Context: an optimization exercise on an open-source flow, tuned for a short achievable clock period. The choices shown serve that exercise and are no tape-out recipe.
The RTL was checked by simulation tests, not by an equivalence proof against the original design.
Power and IR drop assume default switching activity.

==> design/flow/run.sh <==
#!/bin/bash
# synth_recipe.tcl (not shown) runs the flow's synth.tcl, then flattens the netlist and writes it again
# the make line also repeats each setting of config.mk as NAME=value (left out here)
make -C /OpenROAD-flow-scripts/flow DESIGN_CONFIG=/design/flow/config.mk WORK_HOME=/design/flow/orfs CLKGATE_MAP_FILE= SYNTH_SCRIPT=/design/flow/synth_recipe.tcl finish
==> design/flow/config.mk <==
export PLATFORM = sky130hd
export DESIGN_NAME = aipTop
export DESIGN_NICKNAME = aipTop
export VERILOG_FILES = /design/flow/design.v
export SDC_FILE = /design/flow/constraint.sdc
export NUM_CORES = 4
export LEC_CHECK = 0
export CAP_MARGIN = 20
export CORE_MARGIN = 2
export CORE_UTILIZATION = 40
export SETUP_SLACK_MARGIN = 2.5
export SLEW_MARGIN = 20
export SYNTH_HIERARCHICAL = 1
export SYNTH_MINIMUM_KEEP_SIZE = 0
==> design/flow/constraint.sdc <==
create_clock -name core_clock -period 5.1 [get_ports {clk}]
set_input_delay 1.0200 -clock core_clock [delete_from_list [all_inputs] [get_ports {clk}]]
set_output_delay 1.0200 -clock core_clock [all_outputs]
set_load 0.01 [all_outputs]
==> design/flow/design.v <==
`default_nettype none
package aipPkg;
  typedef enum logic [4:0] {
    MemIn0Data  = 5'd0,
    MemIn0Ptr   = 5'd1,
    MemIn1Data  = 5'd2,
    MemIn1Ptr   = 5'd3,
    MemOutData  = 5'd4,
    MemOutPtr   = 5'd5,
    ConfRegData = 5'd6,
    ConfRegPtr  = 5'd7,
    Status      = 5'd30,
    Id          = 5'd31
  } aipConfigE;
  typedef enum logic [1:0] {
    SelMemOut = 2'd0,
    SelZero   = 2'd1,
    SelStatus = 2'd2,
    SelId     = 2'd3
  } readSelE;
endpackage
`default_nettype wire
`default_nettype none
package memPkg;
  typedef logic [32-1:0] wordT;
  typedef logic [16-1:0] ptrT;
  localparam int StatBusyBit  = 0;
  localparam int StatDoneBit  = 8;
  localparam int StatIntEnBit = 16;
endpackage
`default_nettype wire
`default_nettype none
module aipInv (input logic a, output logic y);
  assign y = ~a;
endmodule
module aipNand2 (input logic a, input logic b, output logic y);
  assign y = ~(a & b);
endmodule
module aipNand3 (input logic a, input logic b, input logic c, output logic y);
  assign y = ~(a & b & c);
endmodule
module aipNand4 (input logic a, input logic b, input logic c, input logic d,
                 output logic y);
  assign y = ~(a & b & c & d);
endmodule
module aipNor2 (input logic a, input logic b, output logic y);
  assign y = ~(a | b);
endmodule
module aipAoi22 (input logic a1, input logic a2, input logic b1, input logic b2,
                 output logic y);
  assign y = ~((a1 & a2) | (b1 & b2));
endmodule
module aipDec32 (
  input  logic [4:0]  a,
  output logic [31:0] sel
);
  logic [4:0] an;
  logic [3:0] pn;
  logic [7:0] qn;
  for (genvar b = 0; b < 5; b++) begin : gInv
    aipInv uInv (.a(a[b]), .y(an[b]));
  end
  for (genvar k = 0; k < 4; k++) begin : gP
    aipNand2 uP (
      .a((k % 2) ? a[0] : an[0]),
      .b(((k / 2) % 2) ? a[1] : an[1]),
      .y(pn[k])
    );
  end
  for (genvar m = 0; m < 8; m++) begin : gQ
    aipNand3 uQ (
      .a((m % 2) ? a[2] : an[2]),
      .b(((m / 2) % 2) ? a[3] : an[3]),
      .c(((m / 4) % 2) ? a[4] : an[4]),
      .y(qn[m])
    );
  end
  for (genvar i = 0; i < 32; i++) begin : gSel
    aipNor2 uSel (.a(pn[i % 4]), .b(qn[i / 4]), .y(sel[i]));
  end
endmodule
module aipOr32 (
  input  logic [31:0] sel,
  input  logic [31:0] d,
  output logic        y
);
  logic [15:0] t;
  logic [3:0]  u;
  logic [1:0]  v;
  for (genvar i = 0; i < 16; i++) begin : gT
    aipAoi22 uT (.a1(sel[2*i]), .a2(d[2*i]), .b1(sel[2*i+1]), .b2(d[2*i+1]), .y(t[i]));
  end
  for (genvar i = 0; i < 4; i++) begin : gU
    aipNand4 uU (.a(t[4*i]), .b(t[4*i+1]), .c(t[4*i+2]), .d(t[4*i+3]), .y(u[i]));
  end
  for (genvar i = 0; i < 2; i++) begin : gV
    aipNor2 uV (.a(u[2*i]), .b(u[2*i+1]), .y(v[i]));
  end
  aipNand2 uY (.a(v[0]), .b(v[1]), .y(y));
endmodule
`default_nettype wire
`default_nettype none
module aipNor3 (input logic a, input logic b, input logic c, output logic y);
  assign y = ~(a | b | c);
endmodule
module aipAnd3 (input logic a, input logic b, input logic c, output logic y);
  assign y = a & b & c;
endmodule
module aipDec64 (
  input  logic [5:0]  a,
  output logic [63:0] sel
);
  logic [5:0] an;
  logic [2:0][3:0] pn;
  for (genvar b = 0; b < 6; b++) begin : gInv
    aipInv uInv (.a(a[b]), .y(an[b]));
  end
  for (genvar g = 0; g < 3; g++) begin : gGrp
    for (genvar k = 0; k < 4; k++) begin : gP
      aipNand2 uP (
        .a((k % 2) ? a[2*g] : an[2*g]),
        .b(((k / 2) % 2) ? a[2*g+1] : an[2*g+1]),
        .y(pn[g][k])
      );
    end
  end
  for (genvar i = 0; i < 64; i++) begin : gSel
    aipNor3 uSel (.a(pn[0][i % 4]), .b(pn[1][(i / 4) % 4]), .c(pn[2][i / 16]), .y(sel[i]));
  end
endmodule
module aipOr64 (
  input  logic [63:0] sel,
  input  logic [63:0] d,
  output logic        y
);
  logic [31:0] t;
  logic [7:0]  u;
  logic [3:0]  v;
  for (genvar i = 0; i < 32; i++) begin : gT
    aipAoi22 uT (.a1(sel[2*i]), .a2(d[2*i]), .b1(sel[2*i+1]), .b2(d[2*i+1]), .y(t[i]));
  end
  for (genvar i = 0; i < 8; i++) begin : gU
    aipNand4 uU (.a(t[4*i]), .b(t[4*i+1]), .c(t[4*i+2]), .d(t[4*i+3]), .y(u[i]));
  end
  for (genvar i = 0; i < 4; i++) begin : gV
    aipNor2 uV (.a(u[2*i]), .b(u[2*i+1]), .y(v[i]));
  end
  aipNand4 uY (.a(v[0]), .b(v[1]), .c(v[2]), .d(v[3]), .y(y));
endmodule
`default_nettype wire
`default_nettype none
module aipTop (
  input  logic                      clk,
  input  logic                      rst,
  input  logic                      en_i,
  input  logic [32-1:0] dataInAIP_i,
  output logic [32-1:0] dataOutAIP_o,
  input  logic [4:0]                configAIP_i,
  input  logic                      readAIP_i,
  input  logic                      writeAIP_i,
  input  logic                      startAIP_i,
  output logic                      intAIP_o,
  input  logic [16-1:0]  rdAddrMemIn0_i,
  input  logic [16-1:0]  rdAddrMemIn1_i,
  output logic [32-1:0] rdDataMemIn0_o,
  output logic [32-1:0] rdDataMemIn1_o,
  input  logic                      wrEnMemOut_i,
  input  logic [16-1:0]  wrAddrMemOut_i,
  input  logic [32-1:0] wrDataMemOut_i,
  output logic [32-1:0] rdDataConfigReg_o,
  input  logic                      statusBusy_i,
  input  logic                      coreDone_i,
  output logic                      startIPcore_o
);
  localparam int InWords  = 2**5;
  localparam int OutWords = 2**6;
  typedef logic [32-1:0] wordT;
  assign startIPcore_o = startAIP_i;    
  logic wrMemIn0, wrMemIn1, wrConf, setPtr0, setPtr1, setPtrOut, setConfPtr;
  logic rdMemOut, setStatus;
  assign wrMemIn0   = writeAIP_i && (configAIP_i == 5'd0);
  assign setPtr0    = writeAIP_i && (configAIP_i == 5'd1);
  assign wrMemIn1   = writeAIP_i && (configAIP_i == 5'd2);
  assign setPtr1    = writeAIP_i && (configAIP_i == 5'd3);
  assign rdMemOut   = readAIP_i  && (configAIP_i == 5'd4);
  assign setPtrOut  = writeAIP_i && (configAIP_i == 5'd5);
  assign wrConf     = writeAIP_i && (configAIP_i == 5'd6);
  assign setConfPtr = writeAIP_i && (configAIP_i == 5'd7);
  assign setStatus  = writeAIP_i && (configAIP_i == 5'd30);
  logic [5-1:0]  memIn0Ptr;
  logic [5-1:0]  memIn1Ptr;
  logic [6-1:0] memOutPtr;
  logic                             confPtr;
  always_ff @(posedge clk or negedge rst) begin
    if (!rst) begin
      memIn0Ptr <= '0;
      memIn1Ptr <= '0;
      memOutPtr <= '0;
      confPtr   <= 1'b0;
    end else if (en_i) begin
      if (setPtr0) begin
        memIn0Ptr <= dataInAIP_i[5-1:0];
      end else if (wrMemIn0) begin
        memIn0Ptr <= memIn0Ptr + 1'b1;
      end
      if (setPtr1) begin
        memIn1Ptr <= dataInAIP_i[5-1:0];
      end else if (wrMemIn1) begin
        memIn1Ptr <= memIn1Ptr + 1'b1;
      end
      if (setPtrOut) begin
        memOutPtr <= dataInAIP_i[6-1:0];
      end else if (rdMemOut) begin
        memOutPtr <= memOutPtr + 1'b1;
      end
      if (setConfPtr) begin
        confPtr <= dataInAIP_i[0];
      end else if (wrConf) begin
        confPtr <= 1'b0;
      end
    end
  end
  logic [InWords*32-1:0]  memIn0;
  logic [InWords*32-1:0]  memIn1;
  logic [OutWords*32-1:0] memOut;
  for (genvar i = 0; i < InWords; i++) begin : gIn
    always_ff @(posedge clk) begin
      if (wrMemIn0 && memIn0Ptr == i) begin
        memIn0[i*32 +: 32] <= dataInAIP_i;
      end
      if (wrMemIn1 && memIn1Ptr == i) begin
        memIn1[i*32 +: 32] <= dataInAIP_i;
      end
    end
  end
  for (genvar i = 0; i < OutWords; i++) begin : gOut
    always_ff @(posedge clk) begin
      if (wrEnMemOut_i && wrAddrMemOut_i[6-1:0] == i) begin
        memOut[i*32 +: 32] <= wrDataMemOut_i;
      end
    end
  end
  localparam int RdGroup  = 4;
  localparam int RdGroups = 32 / RdGroup;
  for (genvar g = 0; g < RdGroups; g++) begin : gRdGrp
    logic [InWords-1:0] selIn0;
    logic [InWords-1:0] selIn1;
    aipDec32 uDec0 (.a(rdAddrMemIn0_i[5-1:0]), .sel(selIn0));
    aipDec32 uDec1 (.a(rdAddrMemIn1_i[5-1:0]), .sel(selIn1));
    for (genvar b = g*RdGroup; b < (g+1)*RdGroup; b++) begin : gRd
      logic [InWords-1:0] col0;
      logic [InWords-1:0] col1;
      for (genvar i = 0; i < InWords; i++) begin : gCol
        assign col0[i] = memIn0[i*32 + b];
        assign col1[i] = memIn1[i*32 + b];
      end
      aipOr32 uRd0 (.sel(selIn0), .d(col0), .y(rdDataMemIn0_o[b]));
      aipOr32 uRd1 (.sel(selIn1), .d(col1), .y(rdDataMemIn1_o[b]));
    end
  end
  logic [6-1:0] ptrNext;
  logic [6-1:0] wrAddrOut;
  logic [OutWords-1:0] selNext;
  wordT memRd;
  wordT memNext;
  wordT rdNext;
  wordT rdReg;
  logic rdOk;
  assign wrAddrOut = wrAddrMemOut_i[6-1:0];
  assign memRd     = rdOk ? rdReg : memOut[32-1:0];
  always_comb begin
    if (en_i && setPtrOut) begin
      ptrNext = dataInAIP_i[6-1:0];
    end else if (en_i && rdMemOut) begin
      ptrNext = memOutPtr + 1'b1;
    end else begin
      ptrNext = memOutPtr;
    end
  end
  aipDec64 uDecNext (.a(ptrNext), .sel(selNext));
  for (genvar b = 0; b < 32; b++) begin : gRdOut
    logic [OutWords-1:0] col;
    for (genvar i = 0; i < OutWords; i++) begin : gCol
      assign col[i] = memOut[i*32 + b];
    end
    aipOr64 uRd (.sel(selNext), .d(col), .y(memNext[b]));
  end
  assign rdNext = (wrEnMemOut_i && wrAddrOut == ptrNext) ? wrDataMemOut_i : memNext;
  always_ff @(posedge clk) begin
    rdReg <= rdNext;
  end
  always_ff @(posedge clk or negedge rst) begin
    if (!rst) begin
      rdOk <= 1'b0;
    end else begin
      rdOk <= 1'b1;
    end
  end
  always_ff @(posedge clk or negedge rst) begin
    if (!rst) begin
      rdDataConfigReg_o <= '0;
    end else if (wrConf && !confPtr) begin
      rdDataConfigReg_o <= dataInAIP_i;
    end
  end
  logic doneQ;
  logic donePend;
  logic intEn;
  always_ff @(posedge clk or negedge rst) begin
    if (!rst) begin
      doneQ    <= 1'b0;
      donePend <= 1'b0;
      intEn    <= 1'b0;
    end else begin
      doneQ <= coreDone_i;
      if (coreDone_i && !doneQ) begin
        donePend <= 1'b1;    
      end else if (setStatus && dataInAIP_i[memPkg::StatDoneBit]) begin
        donePend <= 1'b0;
      end
      if (setStatus) begin
        intEn <= dataInAIP_i[memPkg::StatIntEnBit];
      end
    end
  end
  assign intAIP_o = donePend && intEn;
  logic cfgMemOut;
  logic cfgStatus;
  logic cfgIdN;
  logic selRdReg;
  logic selMem0;
  wordT statusWord;
  logic cfgLowZero;
  logic cfgHigh;
  aipNor3 uCfgLow (.a(configAIP_i[4]), .b(configAIP_i[3]), .c(configAIP_i[1]), .y(cfgLowZero));
  assign cfgMemOut = cfgLowZero && configAIP_i[2] && !configAIP_i[0];
  aipAnd3 uSelRd (.a(cfgLowZero), .b(configAIP_i[2] && !configAIP_i[0]), .c(rdOk), .y(selRdReg));
  aipAnd3 uSelM0 (.a(cfgLowZero), .b(configAIP_i[2] && !configAIP_i[0]), .c(!rdOk), .y(selMem0));
  assign cfgHigh   = &configAIP_i[4:1];
  assign cfgStatus = cfgHigh && !configAIP_i[0];
  assign cfgIdN    = !(cfgHigh && configAIP_i[0]);
  always_comb begin
    statusWord = '0;
    statusWord[memPkg::StatBusyBit]  = statusBusy_i;
    statusWord[memPkg::StatDoneBit]  = donePend;
    statusWord[memPkg::StatIntEnBit] = intEn;
  end
  for (genvar b = 0; b < 32; b++) begin : gOutBit
    logic memN;
    aipAoi22 uMem (.a1(selRdReg), .a2(rdReg[b]), .b1(selMem0), .b2(memOut[b]), .y(memN));
    if (b == memPkg::StatBusyBit || b == memPkg::StatDoneBit || b == memPkg::StatIntEnBit) begin : gSt
      logic stN;
      aipNand2 uSt (.a(cfgStatus), .b(statusWord[b]), .y(stN));
      aipNand2 uOut (.a(memN), .b(stN), .y(dataOutAIP_o[b]));
    end else if (((32'h1000500A >> b) & 1) == 1) begin : gId
      aipNand2 uOut (.a(memN), .b(cfgIdN), .y(dataOutAIP_o[b]));
    end else begin : gPlain
      aipInv uOut (.a(memN), .y(dataOutAIP_o[b]));
    end
  end
endmodule
`default_nettype wire
==> results of run 1 <==
==> per-module statistics from Yosys (local to each module, per instance), excerpt <==
module | cells | times used | area, um2 | flops+latches
aipNand4 | 1 | 544 | 6.26 | 0
aipTop | 4626 | 1 | 128000 | 4181
aipAoi22 | 1 | 2080 | 12.5 | 0
aipAnd3 | 1 | 2 | 6.26 | 0
aipNand2 | 1 | 151 | 3.75 | 0
aipNand3 | 1 | 128 | 5.00 | 0
aipNor2 | 1 | 768 | 3.75 | 0
aipNor3 | 1 | 65 | 10.0 | 0
aipInv | 1 | 110 | 3.75 | 0
==> cell usage in the layout (no fill, tap or decap), types with 10 or more instances in the layout <==
master	n
clkinv_1	81
nor2_1	137
buf_4	722
nand4_1	549
clkbuf_1	98
clkbuf_8	25
clkbuf_16	439
a21oi_1	13
buf_12	410
mux2_2	39
nand2_8	59
nand2_1	63
buf_6	264
nor2_2	181
bufinv_16	36
ha_1	12
buf_16	44
clkinv_8	10
dfrtp_2	11
nand2_4	28
o21ai_0	13
buf_8	40
buf_2	128
nor3_4	66
mux2_4	26
edfxtp_1	4096
nand3_4	91
clkinv_2	81
inv_1	62
clkinvlp_4	61
dfxtp_1	32
nand2_2	49
nor2_4	587
nand3_1	17
nand3_2	41
a22oi_2	2080
dfrtp_1	42
==> registers in the layout (all words and copies together) (netlist names), 5 cells and up <==
| name | flops |
|---|---|
| rdReg | 32 |
| memIn1Ptr | 5 |
| memIn0Ptr | 5 |
| memOut | 2048 |
| rdDataConfigReg_o | 32 |
| memIn0 | 1024 |
| memOutPtr | 6 |
| memIn1 | 1024 |
==> metal layers <==
| metal | part of all wire [%] | vias to the layer above | wire length (um) | global-route usage [%] |
|---|---|---|---|---|
| li1 | - | 40000 | - | - |
| met1 | 39 | 49300 | 193000 | 30.6 |
| met2 | 49 | 4296 | 241000 | 38.9 |
| met3 | 7.5 | 880 | 36900 | 3.17 |
| met4 | 4.6 | 6 | 22800 | 9.74 |
| met5 | 0.0063 | - | 31 | 0 |
==> worst min path at each step <==
stage,startpoint,to,slack (ns),cells after the start
global placement,doneQ$_DFF_PN0_,donePend$_DFFE_PN0P_,0.42,1
finish,rst,rdDataConfigReg_o[29]$_DFFE_PN0P_,0.15,1
detailed placement,doneQ$_DFF_PN0_,donePend$_DFFE_PN0P_,0.46,1
CTS,rst,rdDataConfigReg_o[24]$_DFFE_PN0P_,0.13,1
floorplan,doneQ$_DFF_PN0_,donePend$_DFFE_PN0P_,0.40,1
global route,rst,rdDataConfigReg_o[29]$_DFFE_PN0P_,0.18,1
==> area by class of cell <==
cell class | instances | area (um2) | share of cell area, %
flip-flops and latches | 4181 | 125000 | 59.2
well taps | 5405 | 6760 | 3.21
repair buffers | 1647 | 19800 | 9.40
inverters | 127 | 707 | 0.335
clock buffers | 549 | 11400 | 5.39
diodes | 5 | 12.5 | 0.00593
clock inverters | 235 | 2400 | 1.14
multi-input cells | 4137 | 44900 | 21.3
==> timing repair <==
action | in CTS | in global routing
cloned | 40 | 14
resized for setup | 2258 | 565
hold endpoints to repair | 0 | 0
endpoints found under the setup margin | 4178 | 1414
pin swaps | 669 | 595
buffers inserted | 403 | 187
hold buffers | 0 | 0
==> kinds of logic (layout without fill, tap and decap cells) <==
family | Yosys count | count (layout) | share of synthesized area, %
adders and majority gates | 13 | 13 | 0.100
DFF | 4181 | 4181 | 77.0
AOI/OAI and AO/OA | 2137 | 2137 | 16.3
buffers and inverters | 156 | 2558 | 0.380
xor gates and xnor gates | 2 | 2 | 0.0108
muxes | 65 | 65 | 0.451
other | 1 | 6 | 0.00231
and+or+nand+nor | 1919 | 1919 | 5.75
==> power groups by stage <==
stage                     clock, mW  combinational [mW]  sequential, mW
after floorplan                   0                2.26            38.9
after global placement            0                6.23            39.1
after detailed placement          0                6.30            39.1
after CTS                      31.1                7.75            38.4
after global routing           32.5                8.50            38.4
final                          30.8                8.27            38.4
==> notes.md, run 1 <==
* # setup viols final at 0
* Core footprint at 403,000 um2
* Initial DRC count at 10,200
* GR Util All Layers at 23.3%
* Vias in the first global route at 94,700
* Post-layout nets at 10,700
* Filler instances at 31,100
* Post-layout util at 52.3%
* CTS tree: yes
* Worst Tran Pin Value at 1.08 ns
* Cells on worst reg2reg path at 18
* Max_cap viols at 0
* IR drop worst, VDD at 0.355 mV
* Final setup TNS at 0 ns
* Max-slew violation count at 0
* Die ar. at 411,000 um2
* Worst setup endpoint: rdDataMemIn0_o[11]
* Net Count, Synth at 8,613
* CP bufs+invs at 7
* Minimum hold slack at 0.148 ns
* DR DRC count at 0
* Num ports at 256
* Synth cell count leaders: edfxtp_1 (4,096), a22oi_2 (2,080), nor2_1 (905)
* Type of destination of the critical path: output pin
* Port Buffers at 221
* Synth Register Bits at 4,181
* Clock Path Buffers at 4
* Placement Rows at 233
* Count of flip-flops with a built-in enable after synthesis at 4,096
* Synth-to-Final Area Change at 30.0%
* TritonCTS Buffers at 424
* Syn_area_per_cell at 19.1 um2
* Root Buffer: clkbuf_16
* CP required at 4.08 ns
* Antenna viol nets, final at 0
* Slew margin rel. at 28.0%
* DRT Pass-1 Iters at 6
* Critical path class: in -> out
* Reg2reg end: rdReg[19]$_DFF_P_
* Ys async rst share at 1.27%
* Internal power at 59.0 mW
* Clock Power Share at 39.7%
* Final hold vios at 0
* Worst-path clk slew at 0.06 ns
* Peak per-stage delay on the critical path at 0.23 ns
* Levels on crit path at 13
* Most common cell in the netlist: edfxtp_1
* CP dominant cell by count: buf_6
* Pre-CTS setup slack at -0.195 ns
* Family with the most delay on the worst path: buffers and inverters
* Initial antenna violation count at 23
* Pleak at 64.2 nW
* Largest fanout on the critical path at 4
* Switch Pwr at 18.4 mW
* Die W at 641 um
* Critical R2R Launch: memOutPtr[3]$_DFFE_PN0P_
* Most common flop cell mapped by yosys: edfxtp_1
* Final worst setup slack at 1.11 ns
* Initial Util at 40.2%
* Routed via count at 94,400
* Max stage delay cell, worst path: a22oi_2
* Clk_skew at 0.0607 ns
* Hpwl dp at 301 mm
* Worst path arrival time at 2.97 ns
* Crit path from: rdAddrMemIn0_i[0]
* GPL Wtd Cong at 0.862
* RSZ-0062 raised after global routing: true
* Logic pwr share at 10.7%
* PnR Total Power at 77.4 mW
* Final WL at 494 mm
* CTS Sinks at 4,181
* Global route overflow at 0
* Global-route wire length before repair at 689 mm
* HP Class: in -> async
* H-tree depth at 5
* Synthesis warning total at 7
* Cell variety after synth at 55
* Synth Cell Area at 162,000 um2
* Status: no timing/DRC/antenna violations
* Post-synthesis cell count at 8,474
* Non-filler cells, final at 16,300
* Synth area leader: edfxtp_1
* Vias/cell at 5.80
* CP startpoint kind: input port
* F_max at 0.251 GHz
* Layout cells sized above 1 at 51.5%
* Sw frac at 23.8%
* Tcrit/Tclk final at 78.2%
* PwrDens at 367 nW/um2
* Part of the Yosys area used for sequential elements at 77.0%
* Sequential Power Share at 49.6%
* DP Cell Count at 14,900
* CP Cell Sequence: buf_12 -> buf_6 -> buf_16 -> buf_6 -> clkinvlp_4 -> nand2_4 -> buf_6 -> nor2_4 -> a22oi_2 -> nand4_1 -> nor2_1 -> nand2_1 -> buf_2
* Placed Area at 181,000 um2
* Setup slack, reg-to-reg at 1.38 ns
* Die height at 641 um
* Fin area at 211,000 um2
* DR WL/cell at 30.3 um
* Clk Latency, worst-skew pair at 1.00 ns
* Top cells by area, synth: edfxtp_1 (76%), a22oi_2 (16%), nand4_1 (2.1%)
* Yosys top cell area share at 75.8%
* Final Critical Period at 3.99 ns
* Largest net degree at the start of global routing at 67
==> run 2: changes to the inputs <==
--- a/design/flow/config.mk
+++ b/design/flow/config.mk
@@ -10,3 +10,3 @@
 export CORE_UTILIZATION = 40
-export SETUP_SLACK_MARGIN = 2.5
+export SETUP_SLACK_MARGIN = 1.3
 export SLEW_MARGIN = 20
==> run 2 against run 1 <==
  * Sequential share of layout area increased by 1.8 points
  * Clock-buffer cell count decreased by 24
  * Power decreased by 1.2%
  * Area after synthesis unchanged
  * First-iteration DRC count decreased by 5.9%
  * Combinational power decreased by 13%
  * Global-route usage decreased by 0.51 points
  * Sequential power about the same
  * Largest cell class unchanged
  * Largest power group unchanged
  * Highest routed layer unchanged
==> notes.md, run 2 <==
* Status: no timing/DRC/antenna violations (unchanged)
* Part of the Yosys area used for sequential elements at 77.0% (unchanged)
* PnR Total Power at 76.5 mW (was 77.4 mW)
* Pre-CTS setup slack at -0.422 ns (was -0.195 ns)
* GPL Wtd Cong at 0.874 (was 0.862)
* Initial antenna violation count at 36 (was 23)
* Hpwl dp at 293 mm (was 301 mm)
* TritonCTS Buffers at 425 (was 424)
* Final WL at 480 mm (was 494 mm)
* Yosys top cell area share at 75.8% (unchanged)
* CP startpoint kind: input port (unchanged)
* HP Class: in -> async (unchanged)
* Largest Register: memOut (unchanged)
* Final hold vios at 0 (unchanged)
* Post-layout nets at 10,300 (was 10,700)
* Core footprint at 403,000 um2 (unchanged)
* Worst setup endpoint: rdDataMemIn1_o[19] (was rdDataMemIn0_o[11])
* Critical path class: in -> out (unchanged)
* Vias in the first global route at 93,300 (was 94,700)
* IR drop worst, VDD at 0.326 mV (was 0.355 mV)
* Clock Power Share at 40.4% (was 39.7%)
* Synthesis warning total at 7 (unchanged)
* GR Util All Layers at 22.8% (was 23.3%)
* Num ports at 256 (unchanged)
* Reg2reg end: rdReg[13]$_DFF_P_ (was rdReg[19]$_DFF_P_)
* Synth Register Bits at 4,181 (unchanged)
* Switch Pwr at 17.9 mW (was 18.4 mW)
* Port Buffers at 221 (unchanged)
* Max stage delay cell, worst path: nor2_1 (was a22oi_2)
* Largest net degree at the start of global routing at 66 (was 67)
* Antenna viol nets, final at 0 (unchanged)
* Pleak at 61.1 nW (was 64.2 nW)
* Synth-to-Final Area Change at 26.2% (was 30.0%)
* Net Count, Synth at 8,613 (unchanged)
* Peak per-stage delay on the critical path at 0.21 ns (was 0.23 ns)
* Placement Rows at 233 (unchanged)
* Largest fanout on the critical path at 8 (was 4)
* Layout cells sized above 1 at 48.6% (was 51.5%)
* Worst Tran Pin Value at 1.12 ns (was 1.08 ns)
* Type of destination of the critical path: output pin (unchanged)
* DR DRC count at 0 (unchanged)
* CTS tree: yes (unchanged)
* Cells on worst reg2reg path at 15 (was 18)
* Count of flip-flops with a built-in enable after synthesis at 4,096 (unchanged)
* Clk Latency, worst-skew pair at 0.98 ns (was 1.00 ns)
* Commonest non-fill, non-tap cells in the layout: edfxtp_1 (4,096), a22oi_2 (2,080), buf_4 (659) (was edfxtp_1 (4,096), a22oi_2 (2,080), buf_4 (722))
* Ys async rst share at 1.27% (unchanged)
* Commonest non-fill, non-tap cell in the layout: edfxtp_1 (unchanged)
* Die height at 641 um (unchanged)
* RSZ-0062 raised after global routing: true (unchanged)
* CP bufs+invs at 7 (unchanged)
* Crit path from: rdAddrMemIn1_i[1] (was rdAddrMemIn0_i[0])
* Synth Cell Area at 162,000 um2 (unchanged)
* Synth cell count leaders: edfxtp_1 (4,096), a22oi_2 (2,080), nor2_1 (905) (unchanged)
* CP required at 4.08 ns (about the same)
* Die ar. at 411,000 um2 (unchanged)
* H-tree depth at 5 (unchanged)
* Max_cap viols at 0 (unchanged)
* Tcrit/Tclk final at 77.8% (was 78.2%)
* Family with the most delay on the worst path: buffers and inverters (unchanged)
* CP dominant cell by count: buf_6 (unchanged)
* Cell variety after synth at 55 (unchanged)
* F_max at 0.252 GHz (was 0.251 GHz)
* Sw frac at 23.5% (was 23.8%)
* Worst path arrival time at 2.95 ns (was 2.97 ns)
* Die W at 641 um (unchanged)
* Clock Path Buffers at 4 (unchanged)
* Internal power at 58.5 mW (was 59.0 mW)
* Sequential Power Share at 50.2% (was 49.6%)
* Levels on crit path at 13 (unchanged)
* Global route overflow at 0 (unchanged)
* CTS Sinks at 4,181 (unchanged)
* # setup viols final at 0 (unchanged)
* Regs by FF count: memOut (2048), memIn0 (1024), memIn1 (1024) (unchanged)
* Final Critical Period at 3.97 ns (was 3.99 ns)
* Global-route wire length before repair at 675 mm (was 689 mm)
* DR WL/cell at 30.2 um (was 30.3 um)
* Synth area leader: edfxtp_1 (unchanged)
* Worst-path clk slew at 0.06 ns (about the same)
* Top cells by area, synth: edfxtp_1 (76%), a22oi_2 (16%), nand4_1 (2.1%) (unchanged)
* Post-synthesis cell count at 8,474 (unchanged)
* DRT Pass-1 Iters at 6 (unchanged)
* Vias/cell at 5.79 (was 5.80)
* Most common flop cell mapped by yosys: edfxtp_1 (unchanged)
* Initial Util at 40.2% (unchanged)
* Syn_area_per_cell at 19.1 um2 (unchanged)
* Root Buffer: clkbuf_16 (unchanged)
* Slew margin rel. at 25.6% (was 28.0%)
* Critical R2R Launch: memOutPtr[0]$_DFFE_PN0P_ (was memOutPtr[3]$_DFFE_PN0P_)
* Clk_skew at 0.0751 ns (was 0.0607 ns)
* Max reg flops at 2,048 (unchanged)
* CP Cell Sequence: buf_12 -> buf_12 -> buf_6 -> buf_6 -> clkinvlp_4 -> nand2_8 -> buf_6 -> nor2_4 -> a22oi_2 -> nand4_1 -> nor2_1 -> nand2_2 -> buf_2 (was buf_12 -> buf_6 -> buf_16 -> buf_6 -> clkinvlp_4 -> nand2_4 -> buf_6 -> nor2_4 -> a22oi_2 -> nand4_1 -> nor2_1 -> nand2_1 -> buf_2)
* Logic pwr share at 9.5% (was 10.7%)
* Most common cell in the netlist: edfxtp_1 (unchanged)
* Initial DRC count at 9,559 (was 10,200)
* Max-slew violation count at 0 (unchanged)
* PwrDens at 373 nW/um2 (was 367 nW/um2)
* Routed via count at 91,900 (was 94,400)
* Setup slack, reg-to-reg at 1.37 ns (was 1.38 ns)
* Final worst setup slack at 1.13 ns (was 1.11 ns)
==> run 2: cell families (layout without fill, tap and decap cells) <==
kind of cell    count (synthesis)  in the layout  share of synthesized area (%)
other cells                     1              8                        0.00231
xor+xnor                        2              2                         0.0108
compound gates               2137           2137                           16.3
mux                            65             65                          0.451
buf+inv                       156           2157                          0.380
fa+ha+maj                      13             13                          0.100
flops                        4181           4181                           77.0
simple gates                 1919           1919                           5.75
==> run 2: worst min-delay path by stage <==
| stage | startpoint | to | slack (ns) | cells after the start |
|---|---|---|---|---|
| after floorplan | doneQ$_DFF_PN0_ | donePend$_DFFE_PN0P_ | 0.40 | 1 |
| after global placement | doneQ$_DFF_PN0_ | donePend$_DFFE_PN0P_ | 0.42 | 1 |
| after detailed placement | doneQ$_DFF_PN0_ | donePend$_DFFE_PN0P_ | 0.43 | 1 |
| after CTS | rst | rdDataConfigReg_o[20]$_DFFE_PN0P_ | 0.29 | 2 |
| after global routing | rst | rdDataConfigReg_o[23]$_DFFE_PN0P_ | 0.36 | 2 |
| final | rst | rdDataConfigReg_o[29]$_DFFE_PN0P_ | 0.38 | 2 |
==> run 2: timing repair <==
item / CTS / global route
pin swaps: 252 / 413
setup endpoints to repair: 128 / 121
cloned: 20 / 12
gates resized for setup: 1987 / 272
hold endpoints to repair: 3 / 0
hold buffers: 1 / 0
buffers inserted: 177 / 121
==> run 2: final cells by class <==
cell class                      instances  area (um2)
Fill cell                           31800      198000
Sequential cell                      4181      125000
Multi-Input combinational cell       4137       44700
Timing Repair Buffer                 1249       13900
Clock buffer                          525       11200
Tap cell                             5405        6760
Clock inverter                        256        2640
Inverter                              127         702
Antenna cell                            7        17.5
==> run 2: per-layer routing <==
layer  track usage, %  vias to the layer above  wire length [um]
met5                0                        -               124
met4             8.16                       20             18800
met3             3.45                      809             35500
met2             38.3                     3793            235000
met1             30.0                    48100            191000
li1                 -                    39200                 -
==> run 2: Yosys stat by module, one instance, submodules excluded, a selection <==
module	cells	flip-flops and latches	cell area (um2)
aipAnd3	1	0	6.26
aipAoi22	1	0	12.5
aipInv	1	0	3.75
aipNand2	1	0	3.75
aipNand3	1	0	5.00
aipNand4	1	0	6.26
aipNor2	1	0	3.75
aipNor3	1	0	10.0
aipTop	4626	4181	128000
==> run 2: power groups by stage <==
stage	logic (mW)	registers (mW)	clock network [mW]
2_1_floorplan	2.26	38.9	0
3_3_place_gp	5.98	39.1	0
3_5_place_dp	6.04	39.1	0
4_1_cts	6.89	38.4	31.3
5_1_grt	7.49	38.4	32.7
6_report	7.23	38.4	30.9
==> run 2: through the flow <==
step	hold slack, ns	TNS, ns	cell area, um2	std cells	util, %
5_1_grt	0.361	0	205000	15900	50.8
6_report	0.377	0	205000	15900	50.8
2_1_floorplan	0.400	-0.159	162000	8474	-
4_1_cts	0.293	0	203000	15700	50.3
3_3_place_gp	0.423	-6.27	180000	14800	44.6
3_5_place_dp	0.426	-5.57	180000	14800	44.6
==> run 3: changes to the inputs <==
--- a/design/flow/design.v
+++ b/design/flow/design.v
@@ -242,3 +242,3 @@
   end
-  localparam int RdGroup  = 4;
+  localparam int RdGroup  = 2;
   localparam int RdGroups = 32 / RdGroup;
--- a/design/flow/config.mk
+++ b/design/flow/config.mk
@@ -10,3 +10,3 @@
 export CORE_UTILIZATION = 40
-export SETUP_SLACK_MARGIN = 1.3
+export SETUP_SLACK_MARGIN = 2.5
 export SLEW_MARGIN = 20
==> run 3 against run 2 <==
  * Clock skew shrank 0.0095 ns
  * Critical path type unchanged
  * Area after synthesis grew 1.9%
  * Largest power group unchanged
  * Sequential cell count is the same
==> notes.md, run 3 <==
* Synthesis warning total at 7 (unchanged)
* Commonest non-fill, non-tap cell in the layout: edfxtp_1 (unchanged)
* Largest net degree at the start of global routing at 69 (was 66)
* Post-layout nets at 11,400 (was 10,300)
* F_max at 0.261 GHz (was 0.252 GHz)
* Worst Hold Depth at 1
* Part of the Yosys area used for sequential elements at 75.6% (was 77.0%)
* Clock Power Share at 39.8% (was 40.4%)
* Synth area leader: edfxtp_1 (unchanged)
* Worst Tran Pin Value at 1.16 ns (was 1.12 ns)
* Hpwl dp at 301 mm (was 293 mm)
* Max_cap viols at 0 (unchanged)
* Tcrit/Tclk final at 75.0% (was 77.8%)
* Port Buffers at 221 (unchanged)
* Register area at 125,000 um2 (about the same)
* Routed via count at 101,000 (was 91,900)
* Die W at 647 um (was 641 um)
* Synth-to-Final Area Change at 29.3% (was 26.2%)
* Final Critical Period at 3.83 ns (was 3.97 ns)
* Regs by FF count: memOut (2048), memIn0 (1024), memIn1 (1024) (unchanged)
* Final hold vios at 0 (unchanged)
* H-tree depth at 5 (unchanged)
* Post-synthesis cell count at 9,258 (was 8,474)
* CTS Sinks at 4,181 (unchanged)
* Status: no timing/DRC/antenna violations (unchanged)
* Final WL at 524 mm (was 480 mm)
* Pleak at 65.7 nW (was 61.1 nW)
* Global route overflow at 0 (unchanged)
* GR Util All Layers at 24.1% (was 22.8%)
* Global-route wire length before repair at 723 mm (was 675 mm)
* Critical path class: in -> out (unchanged)
* RSZ-0062 raised after global routing: true (unchanged)
* Placement Rows at 236 (was 233)
* Vias/cell at 5.88 (was 5.79)
* Initial DRC count at 11,300 (was 9,559)
* Max-slew violation count at 0 (unchanged)
* Sw frac at 24.0% (was 23.5%)
* CP startpoint kind: input port (unchanged)
* Minimum hold slack at 0.286 ns (was 0.377 ns)
* Ys async rst share at 1.27% (unchanged)
* Largest Register: memOut (unchanged)
* Initial antenna violation count at 24 (was 36)
* Net Count, Synth at 9,397 (was 8,613)
* DR WL/cell at 30.6 um (was 30.2 um)
* GPL Wtd Cong at 0.870 (was 0.874)
* Slew margin rel. at 22.7% (was 25.6%)
* TritonCTS Buffers at 429 (was 425)
* Die height at 647 um (was 641 um)
* Clk Latency, worst-skew pair at 1.03 ns (was 0.98 ns)
* Worst path arrival time at 2.81 ns (was 2.95 ns)
* Synth cell count leaders: edfxtp_1 (4,096), a22oi_2 (2,080), nor2_1 (1,417) (was edfxtp_1 (4,096), a22oi_2 (2,080), nor2_1 (905))
* Logic pwr share at 11.2% (was 9.5%)
* Most common flop cell mapped by yosys: edfxtp_1 (unchanged)
* DR DRC count at 0 (unchanged)
* CP required at 4.08 ns (about the same)
* Core footprint at 413,000 um2 (was 403,000 um2)
* Largest fanout on the critical path at 12 (was 8)
* Syn_area_per_cell at 17.9 um2 (was 19.1 um2)
* Cells on worst reg2reg path at 17 (was 15)
* Initial Util at 40.1% (was 40.2%)
* Top cells by area, synth: edfxtp_1 (74%), a22oi_2 (16%), nor2_1 (3.2%) (was edfxtp_1 (76%), a22oi_2 (16%), nand4_1 (2.1%))
* Switch Pwr at 18.8 mW (was 17.9 mW)
* Area occupied by multi-input gates at 47,500 um2 (was 44,700 um2)
* Yosys top cell area share at 74.4% (was 75.8%)
* Antenna viol nets, final at 0 (unchanged)
* Num ports at 256 (unchanged)
* Root Buffer: clkbuf_16 (unchanged)
* Post-layout util at 51.8% (was 50.8%)
* Most common cell in the netlist: edfxtp_1 (unchanged)
* Filler instances at 32,300 (was 31,800)
* IR drop worst, VDD at 0.336 mV (was 0.326 mV)
* DRT Pass-1 Iters at 6 (unchanged)
* Synth Cell Area at 165,000 um2 (was 162,000 um2)
* Count of flip-flops with a built-in enable after synthesis at 4,096 (unchanged)
* Synth Register Bits at 4,181 (unchanged)
* Layout cells sized above 1 at 50.9% (was 48.6%)
* Max reg flops at 2,048 (unchanged)
* Die ar. at 419,000 um2 (was 411,000 um2)
* PwrDens at 366 nW/um2 (was 373 nW/um2)
* Clk_skew at 0.0656 ns (was 0.0751 ns)
* Cell variety after synth at 55 (unchanged)
* Vias in the first global route at 100,000 (was 93,300)
* Internal power at 59.6 mW (was 58.5 mW)
* Clock Path Buffers at 4 (unchanged)
* Type of destination of the critical path: output pin (unchanged)
* # setup viols final at 0 (unchanged)
* Sequential Power Share at 48.9% (was 50.2%)
* Commonest non-fill, non-tap cells in the layout: edfxtp_1 (4,096), a22oi_2 (2,080), buf_4 (756) (was edfxtp_1 (4,096), a22oi_2 (2,080), buf_4 (659))
* HP Class: in -> reg (was in -> async)
* CTS tree: yes (unchanged)
* Worst-path clk slew at 0.06 ns (about the same)
## run 3: cell types whose count changed after synthesis
cell,before,now
inv_1,127,207
nand2_1,199,263
nor2_1,905,1417
nand3_1,149,277
## run 3: cells by family (layout without fill, tap and decap cells)
family                   count (synthesis)  count (layout)  share of synthesized area [%]
flip-flops                            4181            4181                           75.6
AND/OR/NAND/NOR                       2623            2624                           7.34
other                                    1              15                        0.00227
multiplexers                            65              65                          0.443
AO/OA/AOI/OAI                         2137            2137                           16.0
adder cells (fa/ha/maj)                 13              13                         0.0984
buffers and inverters                  236            2618                          0.555
XOR/XNOR                                 2               2                         0.0106
## run 3: worst max-delay path, cell delays in order
cell and delay [ns]:
buf_16 0.12, buf_12 0.11, buf_16 0.15, clkinvlp_4 0.22, nand3_4 0.22, nor2_4 0.07, a22oi_2 0.22, nand4_1 0.18
nor2_2 0.19, nand2_2 0.14, buf_6 0.15
## run 3: per-stage QoR
step / power [mW] / setup TNS [ns] / instance area, um2 / worst slack, ns / cells
5_1_grt: 80.3 / 0 / 214000 / 1.25 / 17100
6_report: 78.3 / 0 / 214000 / 1.27 / 17100
3_5_place_dp: 45.5 / -5.36 / 182000 / -0.369 / 15600
2_1_floorplan: 41.3 / -0.159 / 165000 / -0.00567 / 9258
3_3_place_gp: 45.4 / -5.03 / 182000 / -0.328 / 15600
4_1_cts: 77.9 / 0 / 208000 / 1.18 / 16900
## run 3: repair_timing
action,CTS,global route
hold buffers,1,0
hold endpoints to repair,16,0
buffers inserted,415,205
gates resized for setup,2168,790
endpoints found under the setup margin,4093,1904
cloned,80,32
pin swaps,562,699
## run 3: modules after synthesis, one instance, submodules excluded, excerpt
| module | cells inside | times used |
|---|---|---|
| aipNand4 | 1 | 544 |
| aipAnd3 | 1 | 2 |
| aipNor3 | 1 | 65 |
| aipNand2 | 1 | 215 |
| aipInv | 1 | 190 |
| aipNand3 | 1 | 256 |
| aipNor2 | 1 | 1280 |
| aipTop | 4626 | 1 |
| aipAoi22 | 1 | 2080 |
## run 3: cell type report
class                           count  share of cell area, %
Antenna cell                       14                 0.0164
Clock buffer                      517                   5.26
Clock inverter                    273                   1.28
Inverter                          207                  0.505
Multi-Input combinational cell   4842                   22.2
Sequential cell                  4181                   58.5
Tap cell                         5474                   3.20
Timing Repair Buffer             1621                   9.04
## run 3: power groups by stage
| stage | clock, mW | sequential (mW) | combinational, mW |
|---|---|---|---|
| floorplan | 0 | 38.9 | 2.39 |
| global placement | 0 | 39.0 | 6.34 |
| detailed placement | 0 | 39.1 | 6.42 |
| CTS | 31.6 | 38.3 | 7.99 |
| global route | 32.9 | 38.3 | 9.02 |
| finish | 31.2 | 38.3 | 8.79 |
## run 3: routing by layer
metal | track usage, % | wire [um] | up-vias
met2 | 39.4 | 251000 | 4752
met1 | 31.3 | 203000 | 52400
met4 | 11.2 | 27000 | 4
met5 | 0 | 27 | -
met3 | 4.11 | 43100 | 1107
li1 | - | - | 42400
## run 3: worst paths after layout
check	startpoint	to	slack (ns)
max	rdAddrMemIn1_i[2]	rdDataMemIn1_o[2]	1.27
min	wrDataMemOut_i[14]	memOut[1454]$_DFFE_PP_	0.29
max reg2reg	memOutPtr[1]$_DFFE_PN0P_	rdReg[26]$_DFF_P_	1.35
min reg2reg	doneQ$_DFF_PN0_	donePend$_DFFE_PN0P_	0.44
max in group asynchronous	rst	memOutPtr[0]$_DFFE_PN0P_	3.60
min in group asynchronous	rst	rdDataConfigReg_o[15]$_DFFE_PN0P_	0.39
==> run 4: changes to the inputs <==
--- a/design/flow/design.v
+++ b/design/flow/design.v
@@ -242,3 +242,3 @@
   end
-  localparam int RdGroup  = 2;
+  localparam int RdGroup  = 1;
   localparam int RdGroups = 32 / RdGroup;
==> run 4 against run 3 <==
  * Synthesized cell count is 17% higher
  * Maximum frequency is 1.0% lower
  * Sequential share of layout area is 3.8 points lower
  * Critical endpoint is now rdDataMemIn0_o[1]
  * Combinational power is 3.9% higher
  * Cell count is 13% higher
==> notes.md, run 4 <==
* Largest Register: memOut (unchanged)
* GR Util All Layers at 25.6% (was 24.1%)
* Clk Latency, worst-skew pair at 1.02 ns (was 1.03 ns)
* CTS Sinks at 4,181 (unchanged)
* DP Cell Count at 17,500 (was 15,600)
* Initial antenna violation count at 29 (was 24)
* DRT Pass-1 Iters at 8 (was 6)
* CP startpoint kind: input port (unchanged)
* Routed via count at 115,000 (was 101,000)
* Count of flip-flops with a built-in enable after synthesis at 4,096 (unchanged)
* Net Count, Synth at 11,000 (was 9,397)
* PwrDens at 344 nW/um2 (was 366 nW/um2)
* PnR Total Power at 78.7 mW (was 78.3 mW)
* Root Buffer: clkbuf_16 (unchanged)
* F_max at 0.259 GHz (was 0.261 GHz)
* Vias in the first global route at 110,000 (was 100,000)
* Antenna viol nets, final at 0 (unchanged)
* Max-slew violation count at 0 (unchanged)
* Worst Tran Pin Value at 1.25 ns (was 1.16 ns)
* CP required at 4.08 ns (about the same)
* Max_cap viols at 0 (unchanged)
* Critical path class: in -> out (unchanged)
* Slew margin rel. at 17.0% (was 22.7%)
* Worst path arrival time at 2.84 ns (was 2.81 ns)
* Max stage delay cell, worst path: nand4_1 (was clkinvlp_4)
* HP Class: reg -> reg (was in -> reg)
* Final hold vios at 0 (unchanged)
* Die height at 659 um (was 647 um)
* CP Cell Sequence: buf_16 -> buf_16 -> buf_6 -> buf_8 -> clkinvlp_4 -> nand3_4 -> nor2_1 -> a22oi_2 -> nand4_1 -> nor2_2 -> nand2_2 -> buf_6 (was buf_16 -> buf_12 -> buf_16 -> clkinvlp_4 -> nand3_4 -> nor2_4 -> a22oi_2 -> nand4_1 -> nor2_2 -> nand2_2 -> buf_6)
* Num ports at 256 (unchanged)
* Register area at 125,000 um2 (about the same)
* Syn_area_per_cell at 15.8 um2 (was 17.9 um2)
* Final WL at 611 mm (was 524 mm)
* Status: no timing/DRC/antenna violations (unchanged)
* Area occupied by multi-input gates at 52,000 um2 (was 47,500 um2)
* Clock Path Buffers at 4 (unchanged)
* Cell variety after synth at 55 (unchanged)
* # setup viols final at 0 (unchanged)
* IR drop worst, VDD at 0.362 mV (was 0.336 mV)
* Regs by FF count: memOut (2048), memIn0 (1024), memIn1 (1024) (unchanged)
* Largest fanout on the critical path at 6 (was 12)
* Non-filler cells, final at 19,300 (was 17,100)
* DR WL/cell at 31.7 um (was 30.6 um)
* Global route overflow at 0 (unchanged)
* Synth Register Bits at 4,181 (unchanged)
* Type of destination of the critical path: output pin (unchanged)
* Layout cells sized above 1 at 43.9% (was 50.9%)
* Hpwl dp at 315 mm (was 301 mm)
* DR DRC count at 0 (unchanged)
* Yosys top cell area share at 71.7% (was 74.4%)
* Initial Util at 40.1% (about the same)
* Placement Rows at 240 (was 236)
* Clk_skew at 0.0579 ns (was 0.0656 ns)
* Die ar. at 434,000 um2 (was 419,000 um2)
* Ys async rst share at 1.27% (unchanged)
* Final worst setup slack at 1.24 ns (was 1.27 ns)
* CP bufs+invs at 6 (was 5)
* Commonest non-fill, non-tap cell in the layout: edfxtp_1 (unchanged)
* Core footprint at 427,000 um2 (was 413,000 um2)
* Placed Area at 191,000 um2 (was 182,000 um2)
* Global-route wire length before repair at 798 mm (was 723 mm)
* Synth Cell Area at 172,000 um2 (was 165,000 um2)
* Final Critical Period at 3.86 ns (was 3.83 ns)
* Filler instances at 32,900 (was 32,300)
* Port Buffers at 221 (unchanged)
* Pleak at 72.8 nW (was 65.7 nW)
* Synth cell count leaders: edfxtp_1 (4,096), nor2_1 (2,441), a22oi_2 (2,080) (was edfxtp_1 (4,096), a22oi_2 (2,080), nor2_1 (1,417))
* Commonest non-fill, non-tap cells in the layout: edfxtp_1 (4,096), nor2_1 (2,119), a22oi_2 (2,080) (was edfxtp_1 (4,096), a22oi_2 (2,080), buf_4 (756))
* Largest net degree at the start of global routing at 68 (was 69)
* Top cells by area, synth: edfxtp_1 (72%), a22oi_2 (15%), nor2_1 (5.3%) (was edfxtp_1 (74%), a22oi_2 (16%), nor2_1 (3.2%))
* Most common cell in the netlist: edfxtp_1 (unchanged)
* Minimum hold slack at 0.420 ns (was 0.286 ns)
* Fin area at 229,000 um2 (was 214,000 um2)
* Vias/cell at 5.99 (was 5.88)
* GPL Wtd Cong at 0.853 (was 0.870)
* Part of the Yosys area used for sequential elements at 72.8% (was 75.6%)
* Final setup TNS at 0 ns (unchanged)
* Initial DRC count at 15,300 (was 11,300)
* Post-layout nets at 13,400 (was 11,400)
* Tcrit/Tclk final at 75.8% (was 75.0%)
* CTS tree: yes (unchanged)
* Synth area leader: edfxtp_1 (unchanged)
* Die W at 659 um (was 647 um)
* TritonCTS Buffers at 419 (was 429)
* Worst-path clk slew at 0.06 ns (about the same)
* Post-layout util at 53.5% (was 51.8%)
* Pre-CTS setup slack at -0.380 ns (was -0.369 ns)
* RSZ-0062 raised after global routing: true (unchanged)
* Max reg flops at 2,048 (unchanged)
* Most common flop cell mapped by yosys: edfxtp_1 (unchanged)
* Synthesis warning total at 7 (unchanged)
* Peak per-stage delay on the critical path at 0.22 ns (about the same)
* H-tree depth at 5 (unchanged)
* Synth-to-Final Area Change at 33.2% (was 29.3%)
* Family with the most delay on the worst path: buffers and inverters (was simple AND/OR/NAND/NOR gates)
* Post-synthesis cell count at 10,800 (was 9,258)
run 4: changes by cell type after synthesis, sizes merged:
cell,previous run,this run
nor2,1417,2441
nand3,277,533
inv,207,367
nand2,263,391
run 4: cells by family after synthesis:
kind of cell	count (synthesis)	synth area share [%]
flops	4181	72.8
simple gates	4031	10.3
buf+inv	396	0.885
xor+xnor	2	0.0102
compound gates	2137	15.4
fa+ha+maj	13	0.0948
other cells	1	0.00219
mux	65	0.427
run 4: metal layers:
layer | global-route usage (%) | share of wire, % | up-vias
met4 | 11.7 | 6.3 | 14
met2 | 41.5 | 46 | 6752
li1 | - | - | 48000
met3 | 4.07 | 10 | 1623
met5 | 0 | 0.015 | -
met1 | 33.8 | 37 | 59000
run 4: worst reg2reg max path, cell delays in order (launching register included):
cell and delay, ns:
dfrtp_2 0.48, ha_4 0.26, or3_4 0.38, o221a_4 0.17, buf_6 0.14, buf_4 0.13
buf_6 0.12, nand2_8 0.08, buf_12 0.19, buf_8 0.13, nor3_4 0.07, buf_12 0.16
a22oi_2 0.14, nand4_1 0.26, nor2_4 0.34, buf_6 0.15, nand4_1 0.07, mux2_4 0.27
run 4: final timing paths:
| kind | start | to | slack (ns) | cells past startpoint |
|---|---|---|---|---|
| max reg2reg | memOutPtr[1]$_DFFE_PN0P_ | rdReg[4]$_DFF_P_ | 1.45 | 17 |
| max in group asynchronous | rst | rdDataConfigReg_o[4]$_DFFE_PN0P_ | 3.47 | 3 |
| min in group asynchronous | rst | rdDataConfigReg_o[27]$_DFFE_PN0P_ | 0.49 | 2 |
| min reg2reg | doneQ$_DFF_PN0_ | donePend$_DFFE_PN0P_ | 0.42 | 1 |
| min | doneQ$_DFF_PN0_ | donePend$_DFFE_PN0P_ | 0.42 | 1 |
| max | rdAddrMemIn0_i[2] | rdDataMemIn0_o[1] | 1.24 | 12 |
run 4: Yosys stat by module (local to each module, per instance), a selection:
module / flops+latches / area (um2) / copies in the design
aipAoi22: 0 / 12.5 / 2080
aipNor2: 0 / 3.75 / 2304
aipNand3: 0 / 5.00 / 512
aipTop: 4181 / 128000 / 1
aipNand2: 0 / 3.75 / 343
aipInv: 0 / 3.75 / 350
aipAnd3: 0 / 6.26 / 2
aipNor3: 0 / 10.0 / 65
run 4: power breakdown:
| part | switching (mW) | leakage, nW | total, mW | internal, mW |
|---|---|---|---|---|
| Clock | 13.3 | 6.74 | 31.3 | 17.9 |
| Sequential | 0.224 | 37.7 | 38.3 | 38.1 |
| Combinational | 5.49 | 28.3 | 9.13 | 3.64 |
run 4: area by class of cell:
class / instances / share of cell area (%)
Timing Repair Buffer: 1998 / 12.7
Clock inverter: 216 / 1.04
Multi-Input combinational cell: 6249 / 22.8
Inverter: 367 / 0.699
Antenna cell: 15 / 0.0164
Clock buffer: 560 / 5.01
Sequential cell: 4181 / 54.7
Tap cell: 5687 / 3.11
run 4: repair_timing:
| item | 4_1_cts | 5_1_grt |
|---|---|---|
| cloned | 157 | 143 |
| buffers inserted | 448 | 265 |
| hold buffers | 1 | 0 |
| pin swaps | 474 | 577 |
| endpoints found under the hold margin | 23 | 0 |
| setup endpoints to repair | 3996 | 3133 |
| resized for setup | 1949 | 958 |
==> run 5: changes to the inputs <==
--- a/design/flow/design.v
+++ b/design/flow/design.v
@@ -151,2 +151,38 @@
 `default_nettype none
+module aipPre32 (
+  input  logic [4:0] a,
+  output logic [3:0] pn,
+  output logic [7:0] qn
+);
+  logic [4:0] an;
+  for (genvar b = 0; b < 5; b++) begin : gInv
+    aipInv uInv (.a(a[b]), .y(an[b]));
+  end
+  for (genvar k = 0; k < 4; k++) begin : gP
+    aipNand2 uP (
+      .a((k % 2) ? a[0] : an[0]),
+      .b(((k / 2) % 2) ? a[1] : an[1]),
+      .y(pn[k])
+    );
+  end
+  for (genvar m = 0; m < 8; m++) begin : gQ
+    aipNand3 uQ (
+      .a((m % 2) ? a[2] : an[2]),
+      .b(((m / 2) % 2) ? a[3] : an[3]),
+      .c(((m / 4) % 2) ? a[4] : an[4]),
+      .y(qn[m])
+    );
+  end
+endmodule
+module aipSel32 (
+  input  logic [3:0]  pn,
+  input  logic [7:0]  qn,
+  output logic [31:0] sel
+);
+  for (genvar i = 0; i < 32; i++) begin : gSel
+    aipNor2 uSel (.a(pn[i % 4]), .b(qn[i / 4]), .y(sel[i]));
+  end
+endmodule
+`default_nettype wire
+`default_nettype none
 module aipTop (
@@ -242,4 +278,10 @@
   end
-  localparam int RdGroup  = 1;
+  localparam int RdGroup  = 4;
   localparam int RdGroups = 32 / RdGroup;
+  logic [3:0] preP0;
+  logic [7:0] preQ0;
+  logic [3:0] preP1;
+  logic [7:0] preQ1;
+  aipPre32 uPre0 (.a(rdAddrMemIn0_i[5-1:0]), .pn(preP0), .qn(preQ0));
+  aipPre32 uPre1 (.a(rdAddrMemIn1_i[5-1:0]), .pn(preP1), .qn(preQ1));
   for (genvar g = 0; g < RdGroups; g++) begin : gRdGrp
@@ -247,4 +289,4 @@
     logic [InWords-1:0] selIn1;
-    aipDec32 uDec0 (.a(rdAddrMemIn0_i[5-1:0]), .sel(selIn0));
-    aipDec32 uDec1 (.a(rdAddrMemIn1_i[5-1:0]), .sel(selIn1));
+    aipSel32 uSel0 (.pn(preP0), .qn(preQ0), .sel(selIn0));
+    aipSel32 uSel1 (.pn(preP1), .qn(preQ1), .sel(selIn1));
     for (genvar b = g*RdGroup; b < (g+1)*RdGroup; b++) begin : gRd
==> run 5 against run 4 <==
  * Still clean
  * Power fell by 2.8%
  * Sequential cell count stayed put
  * Combinational power down 13%
  * Critical path depth increased by 1
  * Setup slack gained 0.10 ns
  * Non-clock buffer count shrank 454
  * Sequential share of layout area is 6.1 points higher
  * Sequential power about the same
  * Critical endpoint is now rdDataMemIn1_o[6]
  * Highest routed layer unchanged
==> notes.md, run 5 <==
* Status: no timing/DRC/antenna violations (unchanged)
* Post-synthesis cell count at 8,236 (was 10,800)
* Worst-path clk slew at 0.06 ns (about the same)
* Most common cell in the netlist: edfxtp_1 (unchanged)
* PnR Total Power at 76.5 mW (was 78.7 mW)
* Slew margin rel. at 23.6% (was 17.0%)
* DR DRC count at 0 (unchanged)
* CP Cell Sequence: buf_12 -> buf_12 -> nand2_8 -> buf_12 -> buf_16 -> buf_12 -> nor2_4 -> a22oi_2 -> nand4_1 -> nor2_1 -> buf_4 -> nand2_2 -> buf_6 (was buf_16 -> buf_16 -> buf_6 -> buf_8 -> clkinvlp_4 -> nand3_4 -> nor2_1 -> a22oi_2 -> nand4_1 -> nor2_2 -> nand2_2 -> buf_6)
* Clk_skew at 0.0659 ns (was 0.0579 ns)
* Global route overflow at 0 (unchanged)
* CP startpoint kind: input port (unchanged)
* Global-route wire length before repair at 676 mm (was 798 mm)
* # setup viols final at 0 (unchanged)
* CTS tree: yes (unchanged)
* Synth area leader: edfxtp_1 (unchanged)
* H-tree depth at 5 (unchanged)
* Minimum hold slack at 0.426 ns (was 0.420 ns)
* Worst Tran Pin Value at 1.15 ns (was 1.25 ns)
* Register area at 125,000 um2 (about the same)
* Synth-to-Final Area Change at 27.5% (was 33.2%)
* Vias in the first global route at 91,700 (was 110,000)
* Hpwl dp at 287 mm (was 315 mm)
* Max reg flops at 2,048 (unchanged)
* Tcrit/Tclk final at 73.7% (was 75.8%)
* Critical R2R Launch: memOutPtr[0]$_DFFE_PN0P_ (was memOutPtr[1]$_DFFE_PN0P_)
* Type of destination of the critical path: output pin (unchanged)
* Most common flop cell mapped by yosys: edfxtp_1 (unchanged)
* Synth Register Bits at 4,181 (unchanged)
* Worst path arrival time at 2.74 ns (was 2.84 ns)
* Max_cap viols at 0 (unchanged)
* Synthesis warning total at 7 (unchanged)
* Min-Delay Endpoint: donePend$_DFFE_PN0P_ (unchanged)
* F_max at 0.266 GHz (was 0.259 GHz)
* Commonest non-fill, non-tap cells in the layout: edfxtp_1 (4,096), a22oi_2 (2,080), buf_4 (651) (was edfxtp_1 (4,096), nor2_1 (2,119), a22oi_2 (2,080))
* TritonCTS Buffers at 418 (was 419)
* Port Buffers at 221 (unchanged)
* Regs by FF count: memOut (2048), memIn0 (1024), memIn1 (1024) (unchanged)
* Core footprint at 402,000 um2 (was 427,000 um2)
* Cells on worst reg2reg path at 18 (was 17)
* Initial DRC count at 10,100 (was 15,300)
* Yosys top cell area share at 76.3% (was 71.7%)
* Synth Cell Area at 161,000 um2 (was 172,000 um2)
* Final WL at 482 mm (was 611 mm)
* Num ports at 256 (unchanged)
* CP required at 4.08 ns (about the same)
* RSZ-0062 raised after global routing: true (unchanged)
* Top cells by area, synth: edfxtp_1 (76%), a22oi_2 (16%), nand4_1 (2.1%) (was edfxtp_1 (72%), a22oi_2 (15%), nor2_1 (5.3%))
* GPL Wtd Cong at 0.868 (was 0.853)
* Pleak at 63.0 nW (was 72.8 nW)
* Initial antenna violation count at 26 (was 29)
* Critical path class: in -> out (unchanged)
* Reg2reg end: rdReg[10]$_DFF_P_ (was rdReg[4]$_DFF_P_)
* Synth cell count leaders: edfxtp_1 (4,096), a22oi_2 (2,080), nor2_1 (905) (was edfxtp_1 (4,096), nor2_1 (2,441), a22oi_2 (2,080))
* Final hold vios at 0 (unchanged)
* Worst Hold Depth at 1 (unchanged)
* Net Count, Synth at 8,375 (was 11,000)
* Peak per-stage delay on the critical path at 0.20 ns (was 0.22 ns)
* GR Util All Layers at 23.0% (was 25.6%)
* Min-delay src: doneQ$_DFF_PN0_ (unchanged)
* Max stage delay cell, worst path: nand4_1 (unchanged)
* Vias/cell at 5.83 (was 5.99)
* Ys async rst share at 1.27% (unchanged)
* DR WL/cell at 30.5 um (was 31.7 um)
* Die height at 639 um (was 659 um)
* PwrDens at 372 nW/um2 (was 344 nW/um2)
* Post-layout nets at 10,300 (was 13,400)
* CTS Sinks at 4,181 (unchanged)
* CP bufs+invs at 7 (was 6)
* CP dominant cell by count: buf_12
* Post-layout util at 51.1% (was 53.5%)
* Largest fanout on the critical path at 5 (was 6)
* Largest net degree at the start of global routing at 69 (was 68)
* HP Class: reg -> reg (unchanged)
* Die W at 639 um (was 659 um)
* Root Buffer: clkbuf_16 (unchanged)
* Max-slew violation count at 0 (unchanged)
* Setup slack, reg-to-reg at 1.47 ns (was 1.45 ns)
* IR drop worst, VDD at 0.310 mV (was 0.362 mV)
* Layout cells sized above 1 at 49.6% (was 43.9%)
* Routed via count at 92,200 (was 115,000)
* Cell variety after synth at 55 (unchanged)
* Antenna viol nets, final at 0 (unchanged)
* Clock Path Buffers at 4 (unchanged)
* Placement Rows at 233 (was 240)
* Syn_area_per_cell at 19.6 um2 (was 15.8 um2)
* Area occupied by multi-input gates at 41,400 um2 (was 52,000 um2)
* Die ar. at 408,000 um2 (was 434,000 um2)
* Clk Latency, worst-skew pair at 1.01 ns (was 1.02 ns)
* Part of the Yosys area used for sequential elements at 77.5% (was 72.8%)
* Initial Util at 40.1% (about the same)
* Family with the most delay on the worst path: buffers and inverters (unchanged)
* Commonest non-fill, non-tap cell in the layout: edfxtp_1 (unchanged)
* Final Critical Period at 3.76 ns (was 3.86 ns)
* DRT Pass-1 Iters at 6 (was 8)
* Filler instances at 31,300 (was 32,900)
* Largest Register: memOut (unchanged)
* Count of flip-flops with a built-in enable after synthesis at 4,096 (unchanged)
==> run 5: changes by cell type in the layout (fill, tap and decap cells not counted), sizes merged, moves of 42 or more <==
cell    before   now
nand2      391   147
buf       1818  1500
nand3      533    37
inv        338    68
nor2      2441   905
clkbuf     693   537
clkinv     150   192
==> run 5: worst max path at each step <==
stage / startpoint / to / cells past startpoint
floorplan: configAIP_i[1] / rdReg[0]$_DFF_P_ / 11
global placement: readAIP_i / rdReg[5]$_DFF_P_ / 20
detailed placement: readAIP_i / rdReg[5]$_DFF_P_ / 20
CTS: rdAddrMemIn1_i[1] / rdDataMemIn1_o[3] / 11
global route: rdAddrMemIn1_i[1] / rdDataMemIn1_o[6] / 12
finish: rdAddrMemIn1_i[0] / rdDataMemIn1_o[6] / 13
==> run 5: power by group <==
group	switching, mW	leakage, nW	internal (mW)
clock network	13.0	6.50	17.2
registers	0.248	37.8	38.1
logic	4.73	18.8	3.26
total	18.0	63.0	58.5
==> run 5: Yosys stat by module (local to each module, per instance), excerpt <==
module    cells  flip-flops and latches
aipTop     4626                    4181
aipNand4      1                       0
aipAnd3       1                       0
aipAoi22      1                       0
aipNand3      1                       0
aipNor2       1                       0
aipInv        1                       0
aipNor3       1                       0
aipNand2      1                       0
==> run 5: stage by stage <==
step           cells  worst slack (ns)  TNS, ns  cell area (um2)
2_1_floorplan   8236          -0.00567   -0.159           161000
3_3_place_gp   14500            -0.485    -8.38           179000
3_5_place_dp   14500            -0.508    -8.01           179000
4_1_cts        15700              1.37        0           204000
5_1_grt        15800              1.31        0           206000
6_report       15800              1.34        0           206000
==> run 5: timing repair <==
action | in CTS | in global routing
pin swaps | 660 | 373
gates resized for setup | 2173 | 243
hold buffers | 1 | 0
endpoints found under the setup margin | 4134 | 3290
setup buffers | 390 | 76
cloned | 74 | 9
endpoints found under the hold margin | 21 | 0
==> run 5: kinds of logic (layout without fill, tap and decap cells) <==
kind of cell | count (synthesis) | after routing | share of synthesized area, %
flip-flops | 4181 | 4181 | 77.5
AO/OA/AOI/OAI | 2137 | 2137 | 16.4
AND/OR/NAND/NOR | 1751 | 1755 | 5.31
buffers and inverters | 86 | 2372 | 0.220
multiplexers | 65 | 65 | 0.454
adder cells (fa/ha/maj) | 13 | 13 | 0.101
XOR/XNOR | 2 | 2 | 0.0109
other | 1 | 11 | 0.00233
==> run 5: cell type report <==
cell class              count  share of cell area [%]
diodes                     10                  0.0122
well taps                5287                    3.22
flip-flops and latches   4181                    60.8
clock buffers             518                    5.39
repair buffers           1544                    9.24
multi-input cells        3973                    20.1
clock inverters           253                    1.09
inverters                  57                   0.131
==> run 5: metal layers <==
layer	track usage (%)	wire (um)
met5	0	210
met1	31.5	196000
met3	3.78	39500
met4	6.89	14400
met2	37.6	232000
==> run 5: worst register-to-register path, cell delays in order, from the launching register on <==
cell	delay (ns)
dfrtp_2	0.37
buf_4	0.17
and4_1	0.22
nand4_1	0.14
a221oi_2	0.25
buf_4	0.22
inv_1	0.09
nand2_2	0.08
buf_12	0.15
buf_12	0.13
nor3_4	0.04
buf_4	0.19
buf_12	0.19
a22oi_2	0.22
nand4_1	0.13
nor2_2	0.35
buf_4	0.18
nand4_1	0.06
mux2_4	0.27

[re-timing with driven ports]
The flow's constraints put no driver on any port. The routed layouts listed below were extracted and timed again, unchanged, in two steps.
Step 1: set_driving_cell puts a clkbuf_16 on clk and a buf_2 on each other input, an assumption about the parent block.
Step 2, shift: input delay + t, output delay - t, t = (earliest + latest rising clock arrival at the registers) / 2. This alone moves slack from input paths to output paths.
Three values: ideal ports, drivers, drivers and shift; two values: the first two.
run | t (ns) | slack for setup (ns) | latest minus earliest clock arrival (ns) | worst data-port slew with drivers (ns)
run 1 | 1.092 | 1.110 / 1.042 / 0.175 | 0.084 / 0.084 | 0.22
run 2 | 1.060 | 1.131 / 1.058 / 0.275 | 0.081 / 0.081 | 0.24
run 3 | 1.104 | 1.275 / 0.991 / 0.227 | 0.113 / 0.114 | 0.31
run 4 | 1.095 | 1.236 / 0.855 / 0.248 | 0.092 / 0.093 | 0.59
run 5 | 1.070 | 1.340 / 1.194 / 0.319 | 0.115 / 0.114 | 0.26
After both steps every run listed still meets setup and hold. For run 3, which loses most, drivers alone change the setup slack by -0.284 ns; drivers and shift together by -1.048 ns.
